From an optimization exercise on the open Yosys and OpenROAD flow, aimed at a short achievable clock period and few clock cycles; shortcuts taken in it are not production practice.
The RTL was checked by simulation tests, not by an equivalence proof against the original design.
No run shown here takes its clock network from TritonCTS; it comes from the design's own scripts or RTL.
No driver is modelled on the clock port, so clock power and skew are understated where the tree is cut down; a real chip needs a root buffer or a tree.
Power is estimated from default activity; no workload was simulated.

<file path="design/flow/flow/run.sh">
#!/bin/bash
set -euo pipefail
here=$(pwd)
bash standard.sh \
  SETUP_SLACK_MARGIN=${MARGIN:-10.9} \
  POST_CTS_TCL=$here/flow/post_cts.tcl \
  CLOCK_ROOTS=4 CLOCK_LEAVES=${LEAVES:-20} \
  CLOCK_ROOT_CELL=inv_16 CLOCK_LEAF_CELL=inv_8 \
  finish > standard_flow.log 2>&1
</file>
<file path="design/flow/flow/post_cts.tcl">
# Replace the clock tree that clock_tree_synthesis built with two levels of
# clkbuf_16: the clock port drives CLOCK_ROOTS root buffers, which drive
# CLOCK_LEAVES leaf buffers, each of which drives the clock pins of one group
# of flip-flops. Groups are made by splitting in halves by position,
# alternately along x and y, so they are equal in size and compact, and each
# buffer sits at its group's centre. Every flip-flop sees the same two buffer
# stages, so the tree stays balanced.

set nroots [expr {[info exists ::env(CLOCK_ROOTS)] ? $::env(CLOCK_ROOTS) : 4}]
set block [ord::get_db_block]
set db [ord::get_db]
set clk_net [$block findNet clk]

# every clock pin of a flip-flop below the clock port, and every cell the
# tree synthesis added on the way
set sinks {}
set tree_insts {}
set tree_nets {}
set todo [list $clk_net]
while {[llength $todo] > 0} {
  set net [lindex $todo 0]
  set todo [lrange $todo 1 end]
  foreach it [$net getITerms] {
    if {[$it isOutputSignal]} { continue }
    set inst [$it getInst]
    set master [$inst getMaster]
    if {[$master isSequential]} {
      lappend sinks $it
    } else {
      lappend tree_insts $inst
      foreach o [$inst getITerms] {
        if {[$o isOutputSignal] && [$o getNet] ne "NULL"} {
          lappend tree_nets [$o getNet]
          lappend todo [$o getNet]
        }
      }
    }
  }
}
puts "clock_tree: [llength $sinks] flip-flops, removing [llength $tree_insts] tree cells"

foreach it $sinks { $it disconnect }
foreach inst $tree_insts { odb::dbInst_destroy $inst }
foreach net $tree_nets { odb::dbNet_destroy $net }

# split a list of {x y iterm} into n groups of near equal size
proc split_groups {items n axis} {
  if {$n <= 1} { return [list $items] }
  set idx [expr {$axis == 0 ? 0 : 1}]
  set sorted [lsort -integer -index $idx $items]
  set na [expr {$n / 2}]
  set half [expr {([llength $sorted] * $na + $n / 2) / $n}]
  set a [lrange $sorted 0 [expr {$half - 1}]]
  set b [lrange $sorted $half end]
  return [concat [split_groups $a $na [expr {1 - $axis}]] [split_groups $b [expr {$n - $na}] [expr {1 - $axis}]]]
}

set items {}
set minx 1e12; set maxx -1e12; set miny 1e12; set maxy -1e12
foreach it $sinks {
  set bb [[$it getInst] getBBox]
  set x [expr {([$bb xMin] + [$bb xMax]) / 2}]
  set y [expr {([$bb yMin] + [$bb yMax]) / 2}]
  lappend items [list $x $y $it]
  set minx [expr {min($minx,$x)}]; set maxx [expr {max($maxx,$x)}]
  set miny [expr {min($miny,$y)}]; set maxy [expr {max($maxy,$y)}]
}
set first_axis [expr {($maxx - $minx) >= ($maxy - $miny) ? 0 : 1}]

# one buffer per group, at the group's centre, driving the group's pins;
# returns a list of {x y iterm} for the new buffers' inputs
proc drive_groups {block groups prefix buf_master} {
  set inputs {}
  set g 0
  foreach group $groups {
    set sx 0; set sy 0
    foreach item $group {
      set sx [expr {$sx + [lindex $item 0]}]
      set sy [expr {$sy + [lindex $item 1]}]
    }
    set cx [expr {int($sx / [llength $group])}]
    set cy [expr {int($sy / [llength $group])}]
    set net [odb::dbNet_create $block "clknet_${prefix}_$g"]
    $net setSigType CLOCK
    set buf [odb::dbInst_create $block $buf_master "clkbuf_${prefix}_$g"]
    $buf setLocation $cx $cy
    $buf setPlacementStatus PLACED
    [$buf findITerm [expr {[$buf findITerm X] ne "NULL" ? "X" : "Y"}]] connect $net
    foreach item $group { [lindex $item 2] connect $net }
    puts "clock_tree: clkbuf_${prefix}_$g at $cx $cy drives [llength $group] pins"
    lappend inputs [list $cx $cy [$buf findITerm A]]
    incr g
  }
  return $inputs
}

set nleaves [expr {[info exists ::env(CLOCK_LEAVES)] ? $::env(CLOCK_LEAVES) : 16}]
set leaf_cell [expr {[info exists ::env(CLOCK_LEAF_CELL)] ? $::env(CLOCK_LEAF_CELL) : "clkbuf_16"}]
set root_cell [expr {[info exists ::env(CLOCK_ROOT_CELL)] ? $::env(CLOCK_ROOT_CELL) : "clkbuf_16"}]
set leaf_master [$db findMaster sky130_fd_sc_hd__$leaf_cell]
set root_master [$db findMaster sky130_fd_sc_hd__$root_cell]
set leaf_in [drive_groups $block [split_groups $items $nleaves $first_axis] leaf $leaf_master]
if {$nroots > 0} {
  set root_in [drive_groups $block [split_groups $leaf_in $nroots $first_axis] root $root_master]
} else {
  set root_in $leaf_in
}
foreach item $root_in { [lindex $item 2] connect $clk_net }

# put the new buffers on legal sites
detailed_placement
check_placement -verbose
</file>
<file path="design/flow/standard.sh">
#!/bin/bash
# synth_recipe.tcl (not shown) runs the flow's synth.tcl, then flattens the netlist and writes it again
# the make line also repeats each setting of config.mk as NAME=value (left out here)
make -C /OpenROAD-flow-scripts/flow DESIGN_CONFIG=/design/flow/config.mk WORK_HOME=/design/flow/orfs CLKGATE_MAP_FILE= SYNTH_SCRIPT=/design/flow/synth_recipe.tcl "${@:-finish}"
</file>
<file path="design/flow/config.mk">
export PLATFORM = sky130hd
export DESIGN_NAME = ooo_core
export DESIGN_NICKNAME = ooo_core
export VERILOG_FILES = /design/flow/design.v
export SDC_FILE = /design/flow/constraint.sdc
export NUM_CORES = 4
export LEC_CHECK = 0
export ABC_CLOCK_PERIOD_IN_PS = 3000
export CAP_MARGIN = 20
export CORE_MARGIN = 2
export CORE_UTILIZATION = 60
export PLACE_DENSITY = 0.75
export SLEW_MARGIN = 20
</file>
<file path="design/flow/constraint.sdc">
create_clock -name core_clock -period 14.0 [get_ports {clk}]
set_input_delay 2.8000 -clock core_clock [delete_from_list [all_inputs] [get_ports {clk}]]
set_output_delay 2.8000 -clock core_clock [all_outputs]
set_load 0.01 [all_outputs]
</file>
<file path="design/flow/design.v">
`timescale 1ns/100ps
module exec_unit
#(
	parameter int K       = 0,
	parameter int SLICE_W = 4
)
(
	input  logic                        clk,
	input  logic                        rst_q,
	input  logic                        last_rst,
	input  logic                        in_valid,
	input  logic [8-1:0]    in_sel_a,
	input  logic [8-1:0]    in_sel_b,
	input  logic [8-1:0]    in_sel_d,
	input  logic [$clog2(8)-1:0]       in_rd,
	input  logic                        in_sub,
	input  logic [3:0]                  in_fn,
	input  logic                        in_cin,
	input  logic [16-1:0]      in_imm,
	input  logic [16-1:0]      in_res,
	output logic                        out_valid,
	output logic [8-1:0]    out_sel_a,
	output logic [8-1:0]    out_sel_b,
	output logic [8-1:0]    out_sel_d,
	output logic [$clog2(8)-1:0]       out_rd,
	output logic                        out_sub,
	output logic [3:0]                  out_fn,
	output logic                        out_cin,
	output logic [16-1:0]      out_imm,
	output logic [16-1:0]      out_res
);
	localparam int NUM_REGS = 8;
	localparam int DATA_W   = 16;
	logic [SLICE_W-1:0] arf [NUM_REGS];
	logic [SLICE_W-1:0] a;
	logic [SLICE_W-1:0] b;
	logic [SLICE_W:0]   sum;
	logic [SLICE_W-1:0] res;
	always_comb
	begin
		a = '0;
		b = in_imm[K*SLICE_W +: SLICE_W];
		for (int i = 0; i < NUM_REGS; i++)
		begin
			a = a | (arf[i] & {SLICE_W{in_sel_a[i]}});
			b = b | (arf[i] & {SLICE_W{in_sel_b[i]}});
		end
		b   = b ^ {SLICE_W{in_sub}};
		sum = {1'b0, a} + {1'b0, b} + {{SLICE_W{1'b0}}, in_cin};
		res = ({SLICE_W{in_fn[0]}} & sum[SLICE_W-1:0])
		    | ({SLICE_W{in_fn[1]}} & (a & b))
		    | ({SLICE_W{in_fn[2]}}  & (a | b))
		    | ({SLICE_W{in_fn[3]}} & (a ^ b));
	end
	always_ff @(posedge clk)
	begin
		for (int i = 0; i < NUM_REGS; i++)
		begin
			if (!rst_q)
				arf[i] <= SLICE_W'(DATA_W'(i) >> (K * SLICE_W));
			else if (in_valid && in_sel_d[i])
				arf[i] <= res;
		end
	end
	always_ff @(posedge clk)
	begin
		out_valid <= rst_q & (K < 16 / SLICE_W - 1 || last_rst) & in_valid;
		out_sel_a <= in_sel_a;
		out_sel_b <= in_sel_b;
		out_sel_d <= in_sel_d;
		out_rd    <= in_rd;
		out_sub   <= in_sub;
		out_fn    <= in_fn;
		out_cin   <= sum[SLICE_W];
		out_imm   <= in_imm;
		out_res   <= in_res;
		out_res[K*SLICE_W +: SLICE_W] <= res;
	end
endmodule
`timescale 1ns/100ps
module ooo_core
(
	input  logic                   clk,
	input  logic                   rst_n,
	input  logic                   issue,
	input  logic [3:0]             op,
	input  logic [$clog2(8)-1:0]  rs1,
	input  logic [$clog2(8)-1:0]  rs2,
	input  logic [$clog2(8)-1:0]  rd,
	input  logic [16-1:0] imm,
	output logic                   dispatch_stall,
	output logic                   commit_valid,
	output logic [$clog2(8)-1:0]  commit_rd,
	output logic [16-1:0] commit_data
);
	localparam int NUM_REGS = 8;
	localparam int DATA_W   = 16;
	localparam int REG_W    = $clog2(8);
	localparam int SLICE_W  = 8;
	localparam int NSLICE   = DATA_W / SLICE_W;
	assign dispatch_stall = 1'b0;
	logic rst_q;
	always_ff @(posedge clk)
		rst_q <= rst_n;
	logic              f_valid;
	logic [3:0]        f_op;
	logic [REG_W-1:0]  f_rs1;
	logic [REG_W-1:0]  f_rs2;
	logic [REG_W-1:0]  f_rd;
	logic [DATA_W-1:0] f_imm;
	always_ff @(posedge clk)
	begin
		f_valid <= rst_n & issue;
		f_op    <= op;
		f_rs1   <= rs1;
		f_rs2   <= rs2;
		f_rd    <= rd;
		f_imm   <= imm;
	end
	logic                use_a;
	logic                use_rs2;
	logic                use_imm;
	logic                sub;
	logic [3:0]          fn;
	always_comb
	begin
		use_a   = f_op <= 4'd5;
		use_rs2 = f_op <= 4'd4;
		use_imm = f_op == 4'd5 || f_op == 4'd6;
		sub     = f_op == 4'd1;
		fn      = '0;
		case (f_op)
			4'd2: fn[1] = 1'b1;
			4'd3:  fn[2]  = 1'b1;
			4'd4: fn[3] = 1'b1;
			default: fn[0] = 1'b1;
		endcase
	end
	logic                d_valid;
	logic [NUM_REGS-1:0] d_sel_a;
	logic [NUM_REGS-1:0] d_sel_b;
	logic [NUM_REGS-1:0] d_sel_d;
	logic [REG_W-1:0]    d_rd;
	logic                d_sub;
	logic [3:0]          d_fn;
	logic [DATA_W-1:0]   d_imm;
	always_ff @(posedge clk)
	begin
		d_valid <= rst_q & f_valid;
		for (int i = 0; i < NUM_REGS; i++)
		begin
			d_sel_a[i] <= use_a   && f_rs1 == REG_W'(i);
			d_sel_b[i] <= use_rs2 && f_rs2 == REG_W'(i);
			d_sel_d[i] <= f_rd == REG_W'(i);
		end
		d_rd  <= f_rd;
		d_sub <= sub;
		d_fn  <= fn;
		d_imm <= use_imm ? f_imm : '0;
	end
	logic [NSLICE:0]                    e_valid;
	logic [NSLICE:0][NUM_REGS-1:0]      e_sel_a;
	logic [NSLICE:0][NUM_REGS-1:0]      e_sel_b;
	logic [NSLICE:0][NUM_REGS-1:0]      e_sel_d;
	logic [NSLICE:0][REG_W-1:0]         e_rd;
	logic [NSLICE:0]                    e_sub;
	logic [NSLICE:0][3:0]               e_fn;
	logic [NSLICE:0]                    e_cin;
	logic [NSLICE:0][DATA_W-1:0]        e_imm;
	logic [NSLICE:0][DATA_W-1:0]        e_res;
	assign e_valid[0] = d_valid;
	assign e_sel_a[0] = d_sel_a;
	assign e_sel_b[0] = d_sel_b;
	assign e_sel_d[0] = d_sel_d;
	assign e_rd[0]    = d_rd;
	assign e_sub[0]   = d_sub;
	assign e_fn[0]    = d_fn;
	assign e_cin[0]   = d_sub;
	assign e_imm[0]   = d_imm;
	assign e_res[0]   = '0;
	for (genvar k = 0; k < NSLICE; k++)
	begin : g_slice
		exec_unit #(.K(k), .SLICE_W(SLICE_W)) u_exec
		(
			.clk       (clk),
			.rst_q     (rst_q),
			.last_rst  (rst_n),
			.in_valid  (e_valid[k]),
			.in_sel_a  (e_sel_a[k]),
			.in_sel_b  (e_sel_b[k]),
			.in_sel_d  (e_sel_d[k]),
			.in_rd     (e_rd[k]),
			.in_sub    (e_sub[k]),
			.in_fn     (e_fn[k]),
			.in_cin    (e_cin[k]),
			.in_imm    (e_imm[k]),
			.in_res    (e_res[k]),
			.out_valid (e_valid[k+1]),
			.out_sel_a (e_sel_a[k+1]),
			.out_sel_b (e_sel_b[k+1]),
			.out_sel_d (e_sel_d[k+1]),
			.out_rd    (e_rd[k+1]),
			.out_sub   (e_sub[k+1]),
			.out_fn    (e_fn[k+1]),
			.out_cin   (e_cin[k+1]),
			.out_imm   (e_imm[k+1]),
			.out_res   (e_res[k+1])
		);
	end
	assign commit_valid = e_valid[NSLICE];
	assign commit_rd    = e_rd[NSLICE];
	assign commit_data  = e_res[NSLICE];
endmodule
</file>
==> results of run 1 <==
## cells in the final DEF (no fill, tap or decap), types with 4 or more instances in the layout
| master | instances |
|---|---|
| a211oi_1 | 11 |
| a211oi_2 | 5 |
| a21o_1 | 13 |
| a21oi_1 | 29 |
| a21oi_2 | 9 |
| a21oi_4 | 4 |
| a222oi_1 | 16 |
| a22oi_1 | 96 |
| a31oi_1 | 32 |
| and2_1 | 36 |
| and3_1 | 4 |
| buf_2 | 18 |
| buf_4 | 14 |
| buf_6 | 10 |
| dfxtp_1 | 262 |
| dfxtp_2 | 11 |
| dfxtp_4 | 5 |
| dlymetal6s2s_1 | 31 |
| ha_1 | 32 |
| inv_1 | 52 |
| inv_16 | 4 |
| inv_8 | 20 |
| nand2_1 | 108 |
| nand2b_1 | 13 |
| nand3_1 | 16 |
| nand4_1 | 17 |
| nor2_1 | 22 |
| nor3_1 | 9 |
| o211a_1 | 60 |
| o211ai_1 | 11 |
| o21ai_0 | 77 |
| xnor2_1 | 16 |
## metrics by stage
stage,hold slack [ps],setup WS [ps],instances
after floorplan,310,10770,1120
after global placement,310,10390,1296
after detailed placement,312,10360,1297
after global routing,331,10440,1345
final,320,10620,1345
## registers in the layout, indices dropped and copies added, names as in the netlist, 4 cells and up
| signal | cells |
|---|---|
| g_slice.u_exec.out_sel_a | 8 |
| d_fn | 4 |
| g_slice.u_exec.arf | 128 |
| g_slice.u_exec.out_imm | 8 |
| d_sel_b | 8 |
| f_imm | 16 |
| g_slice.u_exec.out_rd | 6 |
| d_sel_a | 8 |
| g_slice.u_exec.out_fn | 4 |
| d_sel_d | 8 |
| g_slice.u_exec.out_sel_b | 8 |
| d_imm | 16 |
| g_slice.u_exec.out_sel_d | 8 |
| g_slice.u_exec.out_res | 24 |
| f_op | 4 |
## how the worst max path moves through the flow
stage,start,endpoint,slack [ps],depth (start not counted)
2_1_floorplan,g_slice[0].u_exec.out_sel_b[1]$_DFF_P_,g_slice[1].u_exec.arf[0][7]$_SDFFE_PN0P_,10770,13
3_3_place_gp,g_slice[1].u_exec.out_res[0]$_DFF_P_,commit_data[0],10390,1
3_5_place_dp,g_slice[0].u_exec.out_sel_b[1]$_DFF_P_,g_slice[1].u_exec.arf[4][7]$_SDFFE_PN0P_,10360,12
5_1_grt,g_slice[0].u_exec.out_sel_b[1]$_DFF_P_,g_slice[1].u_exec.arf[0][7]$_SDFFE_PN0P_,10440,14
6_report,g_slice[0].u_exec.out_sel_b[6]$_DFF_P_,g_slice[1].u_exec.arf[0][7]$_SDFFE_PN0P_,10620,13
## layout make-up
type	instances	share of cell area (%)
sequential	278	46.8
multi-input combinational	683	40.3
timing repair buffer	76	6.20
inverter	79	4.28
tap	229	2.40
## cell families after synthesis
logic type      after synthesis  synth area share [%]
flops                       278                  51.4
other cells                   1                0.0346
xor+xnor                     18                  1.46
fa+ha+maj                    35                  4.25
buf+inv                     161                  6.39
mux                           3                 0.335
simple gates                241                  10.7
compound gates              383                  25.4
## where the power goes
part	switching, mW	internal (mW)
logic	0.0554	0.0435
registers	0.0250	0.818
clock network	0.292	0.0751
## layer usage
layer	GRT usage (%)	vias to the layer above	wire length, um
li1	-	3994	-
met1	40.7	4095	11900
met2	43.6	506	12400
met3	6.37	67	3090
met4	8.22	0	711
met5	0	-	0
## critical path, delay by kind of cell (launching register included)
| family | cells | cell delay [ps] |
|---|---|---|
| compound gates | 8 | 1880 |
| buf+inv | 1 | 180 |
| fa+ha+maj | 1 | 400 |
| xor+xnor | 2 | 230 |
| simple gates | 1 | 170 |
| flops | 1 | 380 |
==> results by group, run 1 <==
Status
  – Status: finished clean

STA
  – Final Max Slew Viols: 0
  – Slew headroom: a little over a third
  – RSZ-0062 raised after global routing: yes
  – Finish-stage setup viols: 0
  – Tmin final: about 3400 ps
  – F_max: between 200 and 300 MHz
  – Slew @ Worst Pin: 978 ps
  – Fin Setup TNS: 0 ps
  – Tcrit/Tclk final: 24.1%
  – Setup skew after layout: 14.6 ps
  – Final hold violations: 0

Finish
  – # nets final: about 1,200
  – Antenna cells: 0
  – Area delta synth->final: 10.4%
  – Layout Utilization: about two thirds
  – Reg area: 5600 um^2
  – Finished layout cell area: 12,000 um^2
  – Filler cells: roughly 1,400
  – Layout cells sized above 1: a little under an eighth
  – Multi-input gate area in the final layout: about 4800 um^2

GRT
  – Global-route wire length before repair: 43,400 um
  – GRT Resource Usage Total: ~28%
  – Total grt overflow: 0
  – Largest net degree at the start of global routing: 70
  – Vias in the first global route: ~8,000
  – Initial antenna violation count: 0

Logic synthesis
  – Synth warn: 5
  – Synth area leader: dfxtp_1
  – Main area contributors after synthesis: dfxtp_1, a22oi_1, o211a_1
  – Post-Syn Area per Cell: 9.66 um^2
  – Netlist cell types: 50
  – Primary flip-flop cell chosen by synthesis mapping: dfxtp_1
  – Area share of the leading cell type in the synthesized netlist: 51.4%
  – Cell area after synthesis: 10,800 um^2
  – Syn nets: around 1,200
  – Commonest cells in the netlist: dfxtp_1, nand2_1, a22oi_1
  – Synthesized instance count: between 1,000 and 1,500
  – Asr flop ratio synth: 0%
  – Count leader, synth: dfxtp_1
  – Register bit total from synthesis: 278
  – Sequential cell area fraction in the yosys report: about half
  – Number of synthesized flops with an enable pin: 0

Hold path
  – Hold path startpoint: d_rd[0]$_DFF_P_
  – Hold Crit Depth: 0
  – Worst min-delay path endpoint: g_slice[0].u_exec.out_rd[0]$_DFF_P_
  – HP Class: flip-flop to flip-flop

Drt
  – First-iteration detailed-routing DRC count: 1,186
  – Final ANT Viol Nets: 0
  – # DRC: 0
  – Final WL: around 28,000 um
  – TritonRoute pass-1 iters: 6
  – Detailed-route via count: ~8,700
  – Mean number of vias per cell: between 6 and 7
  – WL/cell: about 21 um

Placed design
  – DP HPWL: approximately 17,000 um
  – RePlAce Congestion: just over 0.9
  – Port buffer count: 51
  – Placed Area: roughly 11,000 um^2

Worst setup path
  – CP max-delay cell: a2111o_1
  – Worst Path Max Fanout: 8
  – Critical path class: flip-flop to flip-flop
  – Worst-path cell chain: a222oi_1 -> nand3_1 -> a211oi_2 -> xnor2_2 -> fa_2 -> a21o_1 -> a21o_1 -> a2111o_1 -> a31oi_4 -> xnor2_2 -> a221oi_4 -> buf_6 -> a21oi_2
  – Crit path capture type: flip-flop
  – R2r setup slk: about 11,000 ps
  – WP data required: around 14,000 ps
  – RR Endpoint: g_slice[1].u_exec.arf[0][7]$_SDFFE_PN0P_
  – Crit Reg-Reg Startpoint: g_slice[0].u_exec.out_sel_b[6]$_DFF_P_
  – Worst Reg-to-Reg Cells: 13
  – Largest stage delay on the critical path: slightly above 400 ps
  – Crit path launch type: flip-flop
  – Arrival time worst endpoint: 3370 ps

Power and ir drop
  – Power per Cell Area: between 100 and 150 nW/um^2
  – Maximum vdd drop: around 0.081 mV
  – Tot Pwr: between 1 and 1.5 mW
  – Pleak: between 5 and 6 nW

Die
  – Die area: about 19,000 um^2
  – Initial Utilization: around three fifths
  – Die Y: ~140 um
  – I/O pins: between 50 and 60
  – Core box area: approximately 18,000 um^2
  – Chip Width: between 100 and 150 um
  – FP Rows: between 40 and 50

Run
  – Max cap viols: 0

Clocking
  – CTS Sinks: between 200 and 300
  – Clk latency of the worst-skew pair: 130 ps
  – Clk pin slew, worst setup/hold paths: 70 ps
Testbench counts, summed over its fixed seeds: cycles 24,032.
==> run 2: changes to the inputs <==
--- a/design/flow/config.mk
+++ b/design/flow/config.mk
@@ -10,4 +10,4 @@
 export CORE_MARGIN = 2
-export CORE_UTILIZATION = 60
-export PLACE_DENSITY = 0.75
+export CORE_UTILIZATION = 40
+export PLACE_DENSITY = 0.6
 export SLEW_MARGIN = 20
==> results by group, run 2 <==
Status
  – Status: finished clean

STA
  – Final WS setup: 10,630 ps (+4.50 ps)
  – Final hold violations: 0 (unchanged)
  – Finish-stage setup viols: 0 (unchanged)
  – RSZ-0062 raised after global routing: yes
  – Tmin final: 3370 ps (-4.50 ps)
  – Slew @ Worst Pin: 1070 ps (+94.8 ps)
  – F_max: 297 MHz (+0.13%)
  – Final Max Slew Viols: 0 (unchanged)
  – Slew headroom: 28.5% (-6.3 points)
  – Tcrit/Tclk final: 24.1% (-0.032 points)
  – Hold slack: 323 ps (+2.87 ps)
  – Setup skew after layout: 19.9 ps (+5.26 ps)
  – Fin Setup TNS: 0 ps (unchanged)

Logic synthesis
  – Main area contributors after synthesis: dfxtp_1, a22oi_1, o211a_1
  – Primary flip-flop cell chosen by synthesis mapping: dfxtp_1
  – Sequential cell area fraction in the yosys report: 51.4% (unchanged)
  – Number of synthesized flops with an enable pin: 0 (unchanged)
  – Cell area after synthesis: 10,800 um^2 (unchanged)
  – Post-Syn Area per Cell: 9.66 um^2 (unchanged)
  – Count leader, synth: dfxtp_1
  – Synth warn: 5 (unchanged)
  – Netlist cell types: 50 (unchanged)
  – Synthesized instance count: 1,120 (unchanged)
  – Syn nets: 1,187 (unchanged)
  – Commonest cells in the netlist: dfxtp_1, nand2_1, a22oi_1
  – Asr flop ratio synth: 0% (unchanged)
  – Area share of the leading cell type in the synthesized netlist: 51.4% (unchanged)
  – Synth area leader: dfxtp_1
  – Register bit total from synthesis: 278 (unchanged)

Power and ir drop
  – Power per Cell Area: 109 nW/um^2 (-0.65%)
  – Tot Pwr: 1.32 mW (+1.2%)
  – Pleak: 5.66 nW (+0.59%)
  – Maximum vdd drop: 0.0609 mV (-25%)

Finish
  – Area delta synth->final: 12.4%
  – Max reg flops: 128 (unchanged)
  – Finished layout cell area: 12,200 um^2 (+1.8%)
  – Layout cells sized above 1: 12.9% (+1.1 points)
  – Layout Utilization: 45.5% (-21 points)
  – Commonest non-fill, non-tap cell in the layout: dfxtp_1
  – # nets final: 1,185 (unchanged)
  – Antenna cells: 0 (unchanged)
  – Registers with the most flip-flops: g_slice.u_exec.arf x128, g_slice.u_exec.out_res x24
  – Register with the most flip-flops: g_slice.u_exec.arf
  – Cell Count, Final, Fillers Out: 1,457 (+8.3%)
  – Most frequent cells in the layout: dfxtp_1, nand2_1, a22oi_1

Worst setup path
  – Crit path capture type: output pin
  – Largest stage delay on the critical path: 310 ps (-100 ps)
  – CP max-delay cell: dfxtp_1
  – Worst Path Max Fanout: 1 (-7)
  – Worst path top cell family by delay: flip-flops
  – Arrival time worst endpoint: 570 ps (-2800 ps)
  – Crit path launch type: flip-flop
  – Critical path class: flip-flop to output pin
  – Worst-path cell chain: buf_2
  – Worst path buffer plus inverter count: 1 (unchanged)
  – WP data required: 11,200 ps (-2790 ps)

Drt
  – WL/cell: 20.5 um (-1.9%)
  – Final WL: 29,900 um (+6.3%)
  – Mean number of vias per cell: 5.81 (-9.8%)
  – TritonRoute pass-1 iters: 6 (unchanged)
  – Detailed-route via count: 8,468 (-2.2%)
  – Final ANT Viol Nets: 0 (unchanged)
  – # DRC: 0 (unchanged)
  – First-iteration detailed-routing DRC count: 986 (-17%)

GRT
  – Total grt overflow: 0 (unchanged)
  – GRT Resource Usage Total: 20.7% (-7.8 points)
  – Initial antenna violation count: 0 (unchanged)
  – Global-route wire length before repair: 45,700 um (+5.3%)
  – Vias in the first global route: 7,920 (+0.90%)
  – Largest net degree at the start of global routing: 68 (-2.9%)

Run
  – Max cap viols: 0 (unchanged)

Placed design
  – Placed Area: 11,300 um^2 (+1.2%)
  – Port buffer count: 51 (unchanged)
  – RePlAce Congestion: 0.885 (-3.1%)
  – DP HPWL: 18,600 um (+8.5%)
  – Dpl cells: 1,408 (+8.6%)
  – Pre-CTS WS: 10,350 ps (-10.9 ps)

Die
  – Core box area: 26,700 um^2 (+50%)
  – I/O pins: 53 (unchanged)
  – Die Y: 169 um (+22%)
  – Die area: 28,400 um^2 (+48%)
  – Chip Width: 169 um (+22%)
  – FP Rows: 60 (+22%)
  – Initial Utilization: 40.5% (-20 points)

Clocking
  – Clk latency of the worst-skew pair: 140 ps (about the same)
  – Clk pin slew, worst setup/hold paths: 80 ps (about the same)
  – CTS Sinks: 278 (unchanged)

Hold path
  – HP Class: flip-flop to flip-flop
-- run 2: cell counts after synthesis --
No cell type changed its count.
-- run 2: area by class of cell --
class,count,area [um^2]
Timing Repair Buffer,77,785
Sequential cell,278,5610
Multi-Input combinational cell,682,4840
Inverter,79,514
Tap cell,341,427
Fill cell,2524,14600
-- run 2: routing by layer --
layer | part of all wire, % | track usage [%] | vias up
met4 | 4.3 | 10.7 | 0
met2 | 45 | 32.5 | 392
met1 | 43 | 27.4 | 4006
met3 | 7.8 | 3.62 | 90
met5 | 0 | 0 | -
li1 | - | - | 3980
-- run 2: logic make-up (layout without fill, tap and decap cells) --
kind of cell	count (synthesis)	after routing	share of synthesized area, %
AOI/OAI and AO/OA	383	383	25.4
DFF	278	278	51.4
and+or+nand+nor	241	241	10.7
buffers and inverters	161	156	6.39
adders and majority gates	35	35	4.25
xor gates and xnor gates	18	18	1.46
muxes	3	4	0.335
other	1	1	0.0346
-- run 2: final timing paths --
| kind | from | end | slack, ps | depth (start not counted) |
|---|---|---|---|---|
| max | g_slice[1].u_exec.out_res[12]$_DFF_P_ | commit_data[12] | 10630 | 1 |
| min | d_imm[13]$_SDFF_PN0_ | g_slice[0].u_exec.out_imm[13]$_DFF_P_ | 320 | 0 |
| max reg2reg | g_slice[0].u_exec.out_sel_b[1]$_DFF_P_ | g_slice[1].u_exec.arf[4][7]$_SDFFE_PN0P_ | 10710 | 14 |
| min reg2reg | d_imm[13]$_SDFF_PN0_ | g_slice[0].u_exec.out_imm[13]$_DFF_P_ | 320 | 0 |
-- run 2: where the power goes --
part           internal, mW  switching [mW]  leakage [nW]
Combinational        0.0447          0.0564          3.22
Sequential            0.817          0.0253          2.28
Clock                0.0750           0.305         0.160
==> run 3: changes to the inputs <==
--- a/design/flow/flow/run.sh
+++ b/design/flow/flow/run.sh
@@ -6,3 +6,3 @@
   POST_CTS_TCL=$here/flow/post_cts.tcl \
-  CLOCK_ROOTS=4 CLOCK_LEAVES=${LEAVES:-20} \
+  CLOCK_ROOTS=4 CLOCK_LEAVES=${LEAVES:-28} \
   CLOCK_ROOT_CELL=inv_16 CLOCK_LEAF_CELL=inv_8 \
==> results by group, run 3 <==
GRT
  – Routing usage on met3: 3.51% (-0.12 points)
  – GRT Resource Usage Total: 20.8% (+0.15 points)
  – Largest net degree at the start of global routing: 68 (unchanged)
  – Total grt overflow: 0 (unchanged)
  – Grt met1 use: 27.7% (+0.28 points)
  – Initial antenna violation count: 0 (unchanged)
  – Vias in the first global route: 8,023 (+1.3%)
  – Global Route met2 Usage: 32.5% (+0.036 points)
  – Global-route wire length before repair: 46,000 um (+0.71%)
  – GR peak layer: met2

Logic synthesis
  – Cell area after synthesis: 10,800 um^2 (unchanged)
  – Post-Syn Area per Cell: 9.66 um^2 (unchanged)
  – Count leader, synth: dfxtp_1
  – Area share of the leading cell type in the synthesized netlist: 51.4% (unchanged)
  – Register bit total from synthesis: 278 (unchanged)
  – Number of synthesized flops with an enable pin: 0 (unchanged)
  – Synthesized instance count: 1,120 (unchanged)
  – Commonest cells in the netlist: dfxtp_1, nand2_1, a22oi_1
  – Primary flip-flop cell chosen by synthesis mapping: dfxtp_1
  – Sequential cell area fraction in the yosys report: 51.4% (unchanged)
  – Synth area leader: dfxtp_1
  – Asr flop ratio synth: 0% (unchanged)
  – Syn nets: 1,187 (unchanged)
  – Synth warn: 5 (unchanged)
  – Netlist cell types: 50 (unchanged)
  – Main area contributors after synthesis: dfxtp_1, a22oi_1, o211a_1

Run
  – Max cap viols: 0 (unchanged)

Drt
  – Final ANT Viol Nets: 0 (unchanged)
  – Detailed-route via count: 8,506 (+0.45%)
  – Mean number of vias per cell: 5.81 (about the same)
  – Final WL: 30,000 um (+0.44%)
  – WL/cell: 20.5 um (-0.11%)
  – # DRC: 0 (unchanged)
  – First-iteration detailed-routing DRC count: 905 (-8.2%)
  – TritonRoute pass-1 iters: 7 (+1)

Worst setup path
  – Critical path class: flip-flop to output pin
  – Worst-path cell chain: buf_2
  – CP max-delay cell: dfxtp_1
  – Crit path capture type: output pin
  – Largest stage delay on the critical path: 310 ps (about the same)
  – Worst path top cell family by delay: flip-flops
  – WP data required: 11,200 ps (about the same)
  – Worst Path Max Fanout: 1 (unchanged)
  – Crit path launch type: flip-flop
  – Arrival time worst endpoint: 570 ps (about the same)
  – Worst path buffer plus inverter count: 1 (unchanged)

Power and ir drop
  – Maximum vdd drop: 0.0720 mV (+18%)
  – Power per Cell Area: 113 nW/um^2 (+3.7%)
  – Pleak: 5.70 nW (+0.69%)

Die
  – Initial Utilization: 40.5% (unchanged)
  – Core box area: 26,700 um^2 (unchanged)
  – Die area: 28,400 um^2 (unchanged)
  – FP Rows: 60 (unchanged)
  – Die Y: 169 um (unchanged)
  – I/O pins: 53 (unchanged)
  – Chip Width: 169 um (unchanged)

Clocking
  – Clk pin slew, worst setup/hold paths: 60 ps (-20 ps)
  – CTS Sinks: 278 (unchanged)
  – Clk latency of the worst-skew pair: 150 ps (about the same)

Finish
  – Area delta synth->final: 13.3%
  – Most frequent cells in the layout: dfxtp_1, nand2_1, a22oi_1
  – Antenna cells: 0 (unchanged)
  – Commonest non-fill, non-tap cell in the layout: dfxtp_1
  – # nets final: 1,193 (+0.68%)
  – Max reg flops: 128 (unchanged)
  – Filler cells: 2,507 (-0.67%)
  – Register with the most flip-flops: g_slice.u_exec.arf
  – Registers with the most flip-flops: g_slice.u_exec.arf x128, g_slice.u_exec.out_res x24
  – Layout cells sized above 1: 13.8% (+0.89 points)

Placed design
  – DP HPWL: 18,600 um (unchanged)
  – Port buffer count: 51 (unchanged)
  – RePlAce Congestion: 0.885 (unchanged)

STA
  – Finish-stage setup viols: 0 (unchanged)
  – RSZ-0062 raised after global routing: yes
  – Final Max Slew Viols: 0 (unchanged)
  – Slew @ Worst Pin: 1020 ps (-49.5 ps)
  – Hold slack: 319 ps (-3.84 ps)
  – Final hold violations: 0 (unchanged)
  – Slew headroom: 31.8% (+3.3 points)
  – Tcrit/Tclk final: 24.1% (-0.024 points)
  – Setup skew after layout: 19.0 ps (-0.877 ps)
  – Fin Setup TNS: 0 ps (unchanged)
  – F_max: 297 MHz (about the same)
  – Tmin final: 3370 ps (-3.40 ps)

Status
  – Status: finished clean

Hold path
  – HP Class: flip-flop to flip-flop
run 3: logic make-up (layout without fill, tap and decap cells):
group	count (synthesis)	in the layout	share of synthesized area (%)
buffers and inverters	161	164	6.39
DFF	278	278	51.4
muxes	3	4	0.335
and+or+nand+nor	241	241	10.7
adders and majority gates	35	35	4.25
other	1	1	0.0346
AOI/OAI and AO/OA	383	383	25.4
xor gates and xnor gates	18	18	1.46
run 3: path summary, 6_finish.rpt:
check / cells past startpoint / slack, ps / start / to
hold reg to reg: 0 / 320 / d_imm[13]$_SDFF_PN0_ / g_slice[0].u_exec.out_imm[13]$_DFF_P_
setup reg to reg: 14 / 10680 / g_slice[0].u_exec.out_sel_b[1]$_DFF_P_ / g_slice[1].u_exec.arf[0][7]$_SDFFE_PN0P_
hold / removal: 0 / 320 / d_imm[13]$_SDFF_PN0_ / g_slice[0].u_exec.out_imm[13]$_DFF_P_
setup / recovery: 1 / 10630 / g_slice[1].u_exec.out_res[12]$_DFF_P_ / commit_data[12]
run 3: power by group:
group | leakage, nW | internal [mW] | total, mW | switching (mW)
Sequential | 2.28 | 0.817 | 0.843 | 0.0253
Combinational | 3.21 | 0.0446 | 0.101 | 0.0562
Clock | 0.209 | 0.0916 | 0.439 | 0.348
Total | 5.70 | 0.954 | 1.38 | 0.429
run 3: metrics by stage:
stage                     util [%]  setup slack (ps)  instances  cell area [um^2]  total power [mW]
final                         45.9             10630       1465             12300              1.38
after global routing          45.9             10550       1465             12300              1.45
after detailed placement      42.4             10350       1408             11300             0.951
after global placement        42.4             10360       1408             11300             0.950
after floorplan                  -             10770       1120             10900             0.919
run 3: metal layers:
metal  share of wire (%)  wire [um]
met1                  43      13000
met2                  45      13600
met3                 7.1       2120
met4                 4.4       1320
met5                   0          0
run 3: final cells by class:
| type | count | area, um^2 | area share (%) |
|---|---|---|---|
| well taps | 341 | 427 | 3.48 |
| inverters | 87 | 604 | 4.93 |
| multi-input cells | 682 | 4850 | 39.5 |
| flip-flops and latches | 278 | 5610 | 45.7 |
| repair buffers | 77 | 781 | 6.37 |
==> run 4: changes to the inputs <==
--- a/design/flow/design.v
+++ b/design/flow/design.v
@@ -98,3 +98,3 @@
 	localparam int REG_W    = $clog2(8);
-	localparam int SLICE_W  = 8;
+	localparam int SLICE_W  = 4;
 	localparam int NSLICE   = DATA_W / SLICE_W;
==> results by group, run 4 <==
Worst setup path
  – Worst Path Max Fanout: 1 (unchanged)
  – CP max-delay cell: dfxtp_2
  – Largest stage delay on the critical path: 310 ps (about the same)
  – Arrival time worst endpoint: 580 ps (about the same)
  – Crit path launch type: flip-flop
  – Critical path class: flip-flop to output pin
  – Worst path top cell family by delay: flip-flops
  – Worst path buffer plus inverter count: 1 (unchanged)
  – Worst-path cell chain: buf_2
  – Crit path capture type: output pin
  – WP data required: 11,200 ps (about the same)

STA
  – Slew @ Worst Pin: 830 ps (-193 ps)
  – RSZ-0062 raised after global routing: yes
  – Finish-stage setup viols: 0 (unchanged)
  – Tcrit/Tclk final: 24.2% (+0.12 points)
  – Hold slack: 311 ps (-8.31 ps)
  – Tmin final: 3380 ps (+16.5 ps)
  – Setup skew after layout: 18.1 ps (-0.846 ps)
  – Fin Setup TNS: 0 ps (unchanged)
  – Final Max Slew Viols: 0 (unchanged)
  – Final hold violations: 0 (unchanged)
  – F_max: 296 MHz (-0.49%)
  – Slew headroom: 44.7% (+13 points)

Finish
  – Commonest non-fill, non-tap cell in the layout: dfxtp_1
  – Area delta synth->final: 11.4%
  – Max reg flops: 128 (unchanged)
  – Registers with the most flip-flops: g_slice.u_exec.arf x128, g_slice.u_exec.out_res x40
  – Antenna cells: 0 (unchanged)
  – Multi-input gate area in the final layout: 4830 um^2 (-0.44%)
  – Layout cells sized above 1: 9.79% (-4.0 points)
  – Filler cells: 2,982 (+19%)
  – Reg area: 7570 um^2 (+35%)
  – Register with the most flip-flops: g_slice.u_exec.arf
  – # nets final: 1,289 (+8.0%)
  – Most frequent cells in the layout: dfxtp_1, nor2_1, a211oi_1

GRT
  – Largest net degree at the start of global routing: 102 (+50%)
  – Vias in the first global route: 8,886 (+11%)
  – Global-route wire length before repair: 47,300 um (+2.9%)
  – Total grt overflow: 0 (unchanged)
  – Initial antenna violation count: 0 (unchanged)
  – GRT Resource Usage Total: 17.8% (-3.0 points)

Logic synthesis
  – Sequential cell area fraction in the yosys report: 59.1% (+7.7 points)
  – Asr flop ratio synth: 0% (unchanged)
  – Post-Syn Area per Cell: 10.8 um^2 (+12%)
  – Commonest cells in the netlist: dfxtp_1, nor2_1, a211oi_1
  – Area share of the leading cell type in the synthesized netlist: 59.1% (+7.7 points)
  – Primary flip-flop cell chosen by synthesis mapping: dfxtp_1
  – Cell area after synthesis: 12,800 um^2 (+18%)
  – Main area contributors after synthesis: dfxtp_1, a211oi_1, a22oi_1
  – Synth area leader: dfxtp_1
  – Number of synthesized flops with an enable pin: 0 (unchanged)
  – Synth warn: 9 (+4)
  – Count leader, synth: dfxtp_1
  – Synthesized instance count: 1,187 (+6.0%)
  – Netlist cell types: 47 (-6.0%)
  – Syn nets: 1,258 (+6.0%)
  – Register bit total from synthesis: 378 (+36%)

Power and ir drop
  – Maximum vdd drop: 0.0669 mV (-7.1%)
  – Pleak: 5.55 nW (-2.6%)
  – Tot Pwr: 1.75 mW (+26%)
  – Power per Cell Area: 123 nW/um^2 (+8.8%)

Die
  – Core box area: 31,600 um^2 (+18%)
  – I/O pins: 53 (unchanged)
  – FP Rows: 65 (+8.3%)
  – Initial Utilization: 40.6% (+0.066 points)
  – Die area: 33,400 um^2 (+18%)
  – Die Y: 183 um (+8.5%)
  – Chip Width: 183 um (+8.5%)

Status
  – Status: finished clean

Drt
  – Mean number of vias per cell: 5.45 (-6.1%)
  – Detailed-route via count: 8,821 (+3.7%)
  – First-iteration detailed-routing DRC count: 586 (-35%)
  – TritonRoute pass-1 iters: 6 (-1)
  – Final WL: 29,300 um (-2.2%)
  – Final ANT Viol Nets: 0 (unchanged)
  – WL/cell: 18.1 um (-11%)
  – # DRC: 0 (unchanged)

Placed design
  – DP HPWL: 20,800 um (+12%)
  – RePlAce Congestion: 0.888 (+0.27%)
  – Port buffer count: 51 (unchanged)

Run
  – Max cap viols: 0 (unchanged)

Clocking
  – Clk pin slew, worst setup/hold paths: 80 ps (+20 ps)
  – Clk latency of the worst-skew pair: 150 ps (about the same)
  – CTS Sinks: 378 (+36%)

Hold path
  – HP Class: flip-flop to flip-flop
## run 4: cell types whose count changed after synthesis, moves of 33 or more
cell / before / now
o21ai_0: 80 / 17
o211a_1: 60 / 0
nor2_1: 25 / 127
a31oi_1: 33 / 0
dfxtp_1: 278 / 378
a211oi_1: 18 / 120
nand2_1: 109 / 47
## run 4: report_power, final
group	switching, mW	internal [mW]
sequential	0.0251	1.12
combinational	0.0606	0.0486
clock	0.406	0.0932
## run 4: area by class of cell
type                       instances  share of cell area, %
multi-input combinational        679                   33.8
timing repair buffer              66                   5.16
inverter                          93                   4.38
sequential                       378                   53.1
tap                              402                   3.53
## run 4: per-layer routing
| metal | GRT usage (%) | vias to the layer above | share of wire (%) |
|---|---|---|---|
| li1 | - | 4266 | - |
| met1 | 21.6 | 4224 | 42 |
| met2 | 31.6 | 240 | 50 |
| met3 | 2.50 | 91 | 4.0 |
| met4 | 7.81 | 0 | 4.6 |
| met5 | 0 | - | 0 |
## run 4: path summary, 6_finish.rpt
| check | start | end | slack, ps | cells past startpoint |
|---|---|---|---|---|
| max | g_slice[3].u_exec.out_res[0]$_DFF_P_ | commit_data[0] | 10620 | 1 |
| min | g_slice[1].u_exec.out_res[6]$_DFF_P_ | g_slice[2].u_exec.out_res[6]$_DFF_P_ | 310 | 0 |
| max reg2reg | g_slice[0].u_exec.out_sel_b[1]$_DFF_P_ | g_slice[1].u_exec.arf[5][1]$_SDFFE_PN0P_ | 11010 | 9 |
| min reg2reg | g_slice[1].u_exec.out_res[6]$_DFF_P_ | g_slice[2].u_exec.out_res[6]$_DFF_P_ | 310 | 0 |
## run 4: cell families after synthesis
family / share of synthesized area, %
buffers and inverters: 4.42
muxes: 0.0782
and+or+nand+nor: 10.8
other: 0.0293
xor gates and xnor gates: 1.51
adders and majority gates: 4.22
AOI/OAI and AO/OA: 19.8
DFF: 59.1
## run 4: metrics by stage
stage | utilization (%) | setup WS (ps) | instances | instance area [um^2]
final | 45.2 | 10620 | 1618 | 14300
after global routing | 45.2 | 10570 | 1618 | 14300
after detailed placement | 42.8 | 10360 | 1573 | 13500
after global placement | 42.8 | 10390 | 1573 | 13500
after floorplan | - | 10810 | 1187 | 12900
Testbench counts of run 4, summed over its fixed seeds: cycles 24,048.

==> static timing again, ports no longer ideal <==
In the flow no input, the clock included, has a driving cell. The finished layouts below were timed again as built, in two steps. Step 1 (the two cells are an assumption about what drives the block):
set clk [get_ports {clk}]
set_driving_cell -lib_cell sky130_fd_sc_hd__clkbuf_16 $clk
set_driving_cell -lib_cell sky130_fd_sc_hd__buf_2 [delete_from_list [all_inputs] $clk]
Step 2 times the ports against the registers' clock, not the clock port: input delays grow and output delays shrink by t, the midpoint of the rising clock arrivals with the driver on. a / b / c = ideal ports / drivers / drivers and shift; a / b = the first two.
| run | t (ns) | setup slack, ns | slew at the worst register clock pin (ns) | worst data-port slew with drivers (ns) | pins driven straight from the clock port |
|---|---|---|---|---|---|
| run 1 | 0.324 | 10.625 / 10.435 / 10.623 | 0.08 / 0.08 | 0.04 | 4 |
| run 2 | 0.340 | 10.629 / 10.419 / 10.705 | 0.08 / 0.08 | 0.04 | 4 |
| run 3 | 0.348 | 10.633 / 10.421 / 10.679 | 0.07 / 0.07 | 0.04 | 4 |
| run 4 | 0.350 | 10.616 / 10.412 / 10.761 | 0.08 / 0.08 | 0.03 | 4 |
After both steps every run listed still meets setup and hold. For run 1, which loses most, drivers alone change the setup slack by -0.190 ns; drivers and shift together by -0.002 ns.
